This is an optimization exercise on Yosys and OpenROAD, whose aim is small area, not a production implementation. The RTL was checked by simulation tests, not by an equivalence proof against the original design. No activity file was given, so power comes from the tool's default toggle rates.

==> 01-26 <==
## eth_gen
module eth_gen
(
	input  logic      clk,
	input  logic      reset,
	input  eth_gen_pkg::reg_addr_t address,     
	input  logic      write,
	input  logic      read,
	input  eth_gen_pkg::word_t     writedata,
	output eth_gen_pkg::word_t     readdata,
	input  logic      tx_rdy,      
	output eth_gen_pkg::word_t     tx_data,
	output logic      tx_wren,
	output logic      tx_sop,
	output logic      tx_eop,
	output eth_gen_pkg::tx_mod_t   tx_mod
);
==> module eth_gen, before the edit <==
module eth_gen
(
	input  logic      clk,
	input  logic      reset,
	input  eth_gen_pkg::reg_addr_t address,     
	input  logic      write,
	input  logic      read,
	input  eth_gen_pkg::word_t     writedata,
	output eth_gen_pkg::word_t     readdata,
	input  logic      tx_rdy,      
	output eth_gen_pkg::word_t     tx_data,
	output logic      tx_wren,
	output logic      tx_sop,
	output logic      tx_eop,
	output eth_gen_pkg::tx_mod_t   tx_mod
);
	localparam logic [2:0] S_IDLE  = 3'd0;
	localparam logic [2:0] S_DEST  = 3'd1;
	localparam logic [2:0] S_DS    = 3'd2;
	localparam logic [2:0] S_SRC   = 3'd3;
	localparam logic [2:0] S_LS    = 3'd4;
	localparam logic [2:0] S_DATA0 = 3'd5;    
	localparam logic [2:0] S_DATA  = 3'd6;
	localparam logic [2:0] S_GAP   = 3'd7;
	logic [15:0] number_packet;
	logic [13:0] pkt_length;
	logic [47:0] s_addr;
	logic [47:0] d_addr;
	logic        start;
	logic        stop;
	logic        done;
	logic        started;
	logic [2:0]  state;
	logic [15:0] pkt_cnt;       
	logic [13:0] len_field;     
	always_ff @(posedge clk or posedge reset)
	begin
		if (reset)
		begin
			number_packet <= '0;
			pkt_length    <= '0;
			s_addr        <= '0;
			d_addr        <= '0;
			stop          <= 1'b0;
		end
		else if (write)
		begin
			case (address)
				4'd0: number_packet  <= writedata[15:0];
				4'd1: pkt_length     <= writedata[14:1];
				4'd4: s_addr[31:0]   <= writedata;
				4'd5: s_addr[47:32]  <= writedata[15:0];
				4'd6: d_addr[31:0]   <= writedata;
				4'd7: d_addr[47:32]  <= writedata[15:0];
				4'd8: stop           <= writedata[1];
				default: ;
			endcase
		end
	end
	always_ff @(posedge clk or posedge reset)
	begin
		if (reset)
			start <= 1'b0;
		else
			start <= write && (address == 4'd8) && writedata[0];
	end
	always_ff @(posedge clk or posedge reset)
	begin
		if (reset)
		begin
			done    <= 1'b0;
			started <= 1'b0;
		end
		else if (start)
		begin
			done    <= 1'b0;
			started <= 1'b1;
		end
		else if (started && (state == S_IDLE) && (pkt_cnt == number_packet))
			done <= 1'b1;
	end
	always_comb
	begin
		readdata = '0;
		if (read)
		begin
			case (address)
				4'd0: readdata = {16'd0, number_packet};
				4'd1: readdata = {17'd0, pkt_length, 1'b0};
				4'd4: readdata = s_addr[31:0];
				4'd5: readdata = {16'd0, s_addr[47:32]};
				4'd6: readdata = d_addr[31:0];
				4'd7: readdata = {16'd0, d_addr[47:32]};
				4'd8: readdata = {29'd0, done, stop, start};
				4'd9: readdata = {16'd0, pkt_cnt};
				default: readdata = '0;
			endcase
		end
	end
	logic [16:0] cnt_inc;
	logic        last_frame;
	logic        last_word;
	logic [13:0] len_calc;
	assign cnt_inc    = {1'b0, pkt_cnt} + 17'd1;
	assign last_frame = stop || (cnt_inc >= {1'b0, number_packet});
	assign last_word  = (len_field <= 14'd10);    
	always_comb
	begin
		if (pkt_length < 14'd24)
			len_calc = 14'd6;
		else if (pkt_length > 14'd9600)
			len_calc = 14'd9582;
		else
			len_calc = pkt_length - 14'd18;
	end
	always_ff @(posedge clk or posedge reset)
	begin
		if (reset)
			state <= S_IDLE;
		else
		begin
			case (state)
				S_IDLE:  if (start)  state <= S_DEST;
				S_DEST:  if (tx_rdy) state <= S_DS;
				S_DS:    if (tx_rdy) state <= S_SRC;
				S_SRC:   if (tx_rdy) state <= S_LS;
				S_LS:    if (tx_rdy) state <= (len_field == 14'd6) ? S_GAP : S_DATA0;
				S_GAP:   if (tx_rdy) state <= last_frame ? S_IDLE : S_DEST;
				default: if (tx_rdy) state <= last_word ? S_GAP : S_DATA;
			endcase
		end
	end
	always_ff @(posedge clk)
	begin
		if (state == S_DEST)
			len_field <= len_calc;
		else if (((state == S_DATA0) || (state == S_DATA)) && tx_rdy)
			len_field[13:2] <= len_field[13:2] - 12'd1;
	end
	always_ff @(posedge clk or posedge reset)
	begin
		if (reset)
			pkt_cnt <= '0;
		else if (start)
			pkt_cnt <= '0;
		else if ((state == S_GAP) && tx_rdy)
			pkt_cnt <= cnt_inc[15:0];
	end
	logic [31:0] next_word;
	logic [5:0]  pat_next;
	assign pat_next = tx_data[31:26] + 6'd1;
	always_comb
	begin
		case (state)
			S_DEST:  next_word = {d_addr[7:0], d_addr[15:8], d_addr[23:16], d_addr[31:24]};
			S_DS:    next_word = {d_addr[39:32], d_addr[47:40], s_addr[7:0], s_addr[15:8]};
			S_SRC:   next_word = {s_addr[23:16], s_addr[31:24], s_addr[39:32], s_addr[47:40]};
			S_LS:    next_word = {2'b00, len_field, pkt_cnt};
			S_DATA0: next_word = 32'h00010203;
			S_DATA:  next_word = {pat_next, 2'd0, pat_next, 2'd1, pat_next, 2'd2, pat_next, 2'd3};
			default: next_word = '0;
		endcase
	end
	always_ff @(posedge clk or posedge reset)
	begin
		if (reset)
			tx_data <= '0;
		else if (tx_rdy)
			tx_data <= next_word;
	end
	assign tx_wren = (state != S_IDLE) && (state != S_DEST);
	assign tx_sop  = (state == S_DS);
	assign tx_eop  = (state == S_GAP);
	assign tx_mod  = tx_eop ? {~len_field[1] ^ len_field[0], len_field[0]} : 2'd0;
endmodule
Settings: LEC_CHECK=0, ABC_AREA=1, CAP_MARGIN=20, CORE_AREA=2.3 2.72 166.52 165.92, CTS_BUF_LIST=sky130_fd_sc_hd__clkbuf_8, DIE_AREA=0 0 168.795 168.795, SLEW_MARGIN=20; clock period 5.5 ns.
standard.sh (not shown) runs the stock make flow with config.mk's settings and CLKGATE_MAP_FILE= SYNTH_SCRIPT=/design/flow/synth_recipe.tcl, a recipe that flattens the netlist after the stock synthesis.
==> flow/flow/run.sh <==
#!/bin/bash
set -euo pipefail
export BUFFER_PORTS_ARGS="-buffer_cell sky130_fd_sc_hd__buf_1"
R=orfs/results/$FLOW_PLATFORM/eth_gen/base
L=orfs/logs/$FLOW_PLATFORM/eth_gen/base
YOSYS=$(command -v yosys || echo "$FLOW_HOME/../tools/install/yosys/bin/yosys")

bash standard.sh synth > standard_synth.log 2>&1

cp $R/1_2_yosys.v $R/1_2_yosys_standard.v
export REMAP_LIB=$FLOW_HOME/platforms/$FLOW_PLATFORM/lib/sky130_fd_sc_hd__tt_025C_1v80.lib
export REMAP_IN=$PWD/$R/1_2_yosys_standard.v
export REMAP_OUT=$PWD/$R/1_2_yosys.v
export REMAP_SCRIPT=$PWD/flow/area.abc
export REMAP_DONT_USE="$(grep -m1 -o 'abc -script.*' $L/1_2_yosys.log | grep -o '\-dont_use [^ ]*' | cut -d' ' -f2 | sort -u | tr '\n' ' ')"
"$YOSYS" -c flow/remap.tcl > remap.log 2>&1
rm -f $R/1_synth.odb $R/1_synth.sdc

bash standard.sh > standard_layout.log 2>&1
==> flow/flow/area.abc <==
strash
ifraig
scorr
dc2
dch -f
&get -n
&st
&dch
&nf -a -R 1000
&put
==> flow/flow/remap.tcl <==
# Re-map the combinational logic of the standard synthesis netlist with a different ABC
# script. Registers (and their instance names and cell types) are kept as they are.
# Environment: REMAP_IN, REMAP_OUT, REMAP_LIB, REMAP_SCRIPT, REMAP_DONT_USE
set lib $::env(REMAP_LIB)
yosys read_liberty -overwrite -ignore_miss_func -setattr liberty_cell $lib
yosys read_verilog $::env(REMAP_IN)
yosys hierarchy -top eth_gen
yosys blackbox sky130_fd_sc_hd__df* sky130_fd_sc_hd__edf* sky130_fd_sc_hd__sdf* sky130_fd_sc_hd__dl*
yosys flatten
yosys opt_clean -purge
yosys stat
set du {}
foreach c $::env(REMAP_DONT_USE) { lappend du -dont_use $c }
yosys abc -liberty $lib {*}$du -script $::env(REMAP_SCRIPT)
yosys opt_clean -purge
yosys hilomap -singleton -hicell sky130_fd_sc_hd__conb_1 HI -locell sky130_fd_sc_hd__conb_1 LO
yosys insbuf -buf sky130_fd_sc_hd__buf_4 A X
yosys splitnets
yosys opt_clean -purge
yosys delete =A:liberty_cell
yosys tee -o $::env(REMAP_OUT).stat stat -liberty $lib
yosys write_verilog -noattr -nohex -nodec $::env(REMAP_OUT)
==> 06-23 (differences from 01-26) <==
--- a/flow/design.v
+++ b/flow/design.v
@@ -41,8 +41,8 @@
 	localparam logic [2:0] S_IDLE  = 3'd0;
-	localparam logic [2:0] S_DEST  = 3'd1;
-	localparam logic [2:0] S_DS    = 3'd2;
-	localparam logic [2:0] S_SRC   = 3'd3;
-	localparam logic [2:0] S_LS    = 3'd4;
-	localparam logic [2:0] S_DATA0 = 3'd5;    
-	localparam logic [2:0] S_DATA  = 3'd6;
+	localparam logic [2:0] S_DEST  = 3'd2;
+	localparam logic [2:0] S_DS    = 3'd4;
+	localparam logic [2:0] S_SRC   = 3'd6;
+	localparam logic [2:0] S_LS    = 3'd1;
+	localparam logic [2:0] S_DATA0 = 3'd3;    
+	localparam logic [2:0] S_DATA  = 3'd5;
 	localparam logic [2:0] S_GAP   = 3'd7;
--- a/flow/flow/run.sh
+++ b/flow/flow/run.sh
@@ -2,3 +2,5 @@
 set -euo pipefail
+EXTRA_DONT_USE="sky130_fd_sc_hd__buf_4 sky130_fd_sc_hd__buf_6 sky130_fd_sc_hd__buf_8 sky130_fd_sc_hd__buf_12 sky130_fd_sc_hd__buf_16 sky130_fd_sc_hd__bufbuf_8 sky130_fd_sc_hd__bufbuf_16 sky130_fd_sc_hd__bufinv_8 sky130_fd_sc_hd__bufinv_16 sky130_fd_sc_hd__clkbuf_4 sky130_fd_sc_hd__clkbuf_16 sky130_fd_sc_hd__clkdlybuf4s15_1 sky130_fd_sc_hd__clkdlybuf4s15_2 sky130_fd_sc_hd__clkdlybuf4s18_1 sky130_fd_sc_hd__clkdlybuf4s18_2 sky130_fd_sc_hd__clkdlybuf4s25_1 sky130_fd_sc_hd__clkdlybuf4s25_2 sky130_fd_sc_hd__clkdlybuf4s50_1 sky130_fd_sc_hd__clkdlybuf4s50_2 sky130_fd_sc_hd__dlygate4sd1_1 sky130_fd_sc_hd__dlygate4sd2_1 sky130_fd_sc_hd__dlygate4sd3_1 sky130_fd_sc_hd__dlymetal6s2s_1 sky130_fd_sc_hd__dlymetal6s4s_1 sky130_fd_sc_hd__dlymetal6s6s_1"
 export BUFFER_PORTS_ARGS="-buffer_cell sky130_fd_sc_hd__buf_1"
+export CTS_ARGS="-sink_clustering_enable -repair_clock_nets -buf_list sky130_fd_sc_hd__clkbuf_8 -dont_use_dummy_load"
 R=orfs/results/$FLOW_PLATFORM/eth_gen/base
@@ -7,3 +9,8 @@
 
-bash standard.sh synth > standard_synth.log 2>&1
+# The platform's don't-use list plus the extra cells, passed on the make command line so that
+# every sub-make sees it
+DU="$(DONT_USE_CELLS="$EXTRA_DONT_USE" bash standard.sh print-DONT_USE_CELLS 2> print_dont_use.log | sed -n 's/^DONT_USE_CELLS: //p')"
+echo "$DU" > dont_use.txt
+
+bash standard.sh "DONT_USE_CELLS=$DU" synth > standard_synth.log 2>&1
 
@@ -16,4 +23,6 @@
 "$YOSYS" -c flow/remap.tcl > remap.log 2>&1
+cp $R/1_2_yosys.v $R/1_2_yosys_remap.v
+python3 flow/mux2a22o.py $R/1_2_yosys_remap.v $R/1_2_yosys.v > mux2a22o.log 2>&1
 rm -f $R/1_synth.odb $R/1_synth.sdc
 
-bash standard.sh > standard_layout.log 2>&1
+bash standard.sh "DONT_USE_CELLS=$DU" finish > standard_layout.log 2>&1
==> flow/flow/mux2a22o.py (new file) <==
#!/usr/bin/env python3
"""Rewrite every sky130_fd_sc_hd__mux2_1 whose select net drives at least two such muxes as an
a22o_1 (X = S&A1 | ~S&A0), with one shared inverter per select net. Same function, less area."""
import re, sys, collections
src, dst = sys.argv[1], sys.argv[2]
text = open(src).read()
inst_re = re.compile(r'  sky130_fd_sc_hd__mux2_1 (\S+) \((.*?)\);\n', re.S)
pin_re = re.compile(r'\.(\w+)\(([^()]*?)\)\s*,?')
muxes = []
for m in inst_re.finditer(text):
    pins = {p: (n.strip() + ' ' if n.strip().startswith('\\') else n.strip()) for p, n in pin_re.findall(m.group(2))}
    muxes.append((m, pins))
count = collections.Counter(p['S'] for _, p in muxes)
inv = {}
out, pos, k = [], 0, 0
decls = []
wires = []
for m, pins in muxes:
    s = pins['S']
    if count[s] < 2:
        continue
    if s not in inv:
        k += 1
        inv[s] = f'_mxsel_n{k}_'
        wires.append(f'  wire {inv[s]};\n')
        decls.append(f'  sky130_fd_sc_hd__inv_1 _mxsel_inv{k}_ (\n    .A({s}),\n    .Y({inv[s]})\n  );\n')
    out.append(text[pos:m.start()])
    out.append(f'  sky130_fd_sc_hd__a22o_1 {m.group(1)} (\n    .A1({s}),\n    .A2({pins["A1"]}),\n'
               f'    .B1({inv[s]}),\n    .B2({pins["A0"]}),\n    .X({pins["X"]})\n  );\n')
    pos = m.end()
out.append(text[pos:])
res = ''.join(out)
i = res.index('endmodule')
res = res[:i] + ''.join(decls) + res[i:]
h = res.index(');\n', res.index('module ')) + 3
res = res[:h] + ''.join(wires) + res[h:]
open(dst, 'w').write(res)
print(f'rewrote {sum(count[s] for s in inv)} muxes with {len(inv)} shared inverters')
--- a/flow/flow/remap.tcl
+++ b/flow/flow/remap.tcl
@@ -9,2 +9,5 @@
 yosys flatten
+# Flattened cells leave public names such as \_123_.A on internal wires; hide them so that
+# output ports keep their own names and need no pass-through buffers
+yosys rename -hide w:*.*
 yosys opt_clean -purge
@@ -16,3 +19,3 @@
 yosys hilomap -singleton -hicell sky130_fd_sc_hd__conb_1 HI -locell sky130_fd_sc_hd__conb_1 LO
-yosys insbuf -buf sky130_fd_sc_hd__buf_4 A X
+yosys insbuf -buf sky130_fd_sc_hd__buf_1 A X
 yosys splitnets
==> run summary <==
Against 01-26, the non-clock buffer count of 06-23 is higher by 23. In 06-23 the clock power is lower than in 01-26, by 22%. Between 06-23 and 01-26, the lower first-iteration DRC count is in 01-26 (gap 2.1%, measured against 01-26). Of 06-23 and 01-26, 06-23 has the higher via count (gap 3.5%, measured against 01-26). Of 01-26 and 06-23, 01-26 has the higher design area (gap 4.2%, measured against 06-23). Against 01-26, the sequential share of layout area of 06-23 is higher by 1.9 points.
==> figures <==
quantity                                                                 01-26           06-23
Run status                                                      finished clean  finished clean
Pin count of the biggest net entering global routing                       144              33
Synthesized cell area                                                 9720 µm²        9170 µm²
Multi-input combinational cell area                                   4520 µm²        4160 µm²
Clock Power Share                                                        20.9%           17.2%
Detailed-routed wire length on met2                                   15000 µm        15000 µm
Register share of the cell area                                          45.4%           47.3%
Post-DP HPWL                                                          22000 µm        23400 µm
Final Wtd Congestion                                                     0.956           0.931
Number of standard cells in the final layout excluding fillers            1331            1341
Core utilization of the finished layout                                  40.7%           39.0%
Clock insertion delay at the later pin of the skew report              0.48 ns         0.47 ns
Number of nets in the layout                                              1018            1043
Number of inserted filler cells in the final layout                       2588            2603

==> port drivers added, routing unchanged <==
In the flow no input, the clock included, has a driving cell. The finished layouts below were timed again as built, in two steps. Step 1, drivers: a clkbuf_16 drives clk and a buf_2 each remaining input, both assumed. Step 2 also shifts input and output timing later by t, the mid clock arrival at the registers, as if the neighbouring blocks saw the same clock. Three values: ideal ports, drivers, drivers and shift; two values: the first two.
run	t, ns	setup slack, ns	worst setup path at the end	clock arrival spread, ns
01-26	0.510	1.102 / 1.081 / 1.081	input to output	0.023 / 0.023
06-23	0.499	1.062 / 1.043 / 1.043	input to output	0.033 / 0.032
After both steps every run listed still meets setup and hold. For 01-26, which loses most, drivers alone change the setup slack by -0.021 ns; drivers and shift together by -0.021 ns.
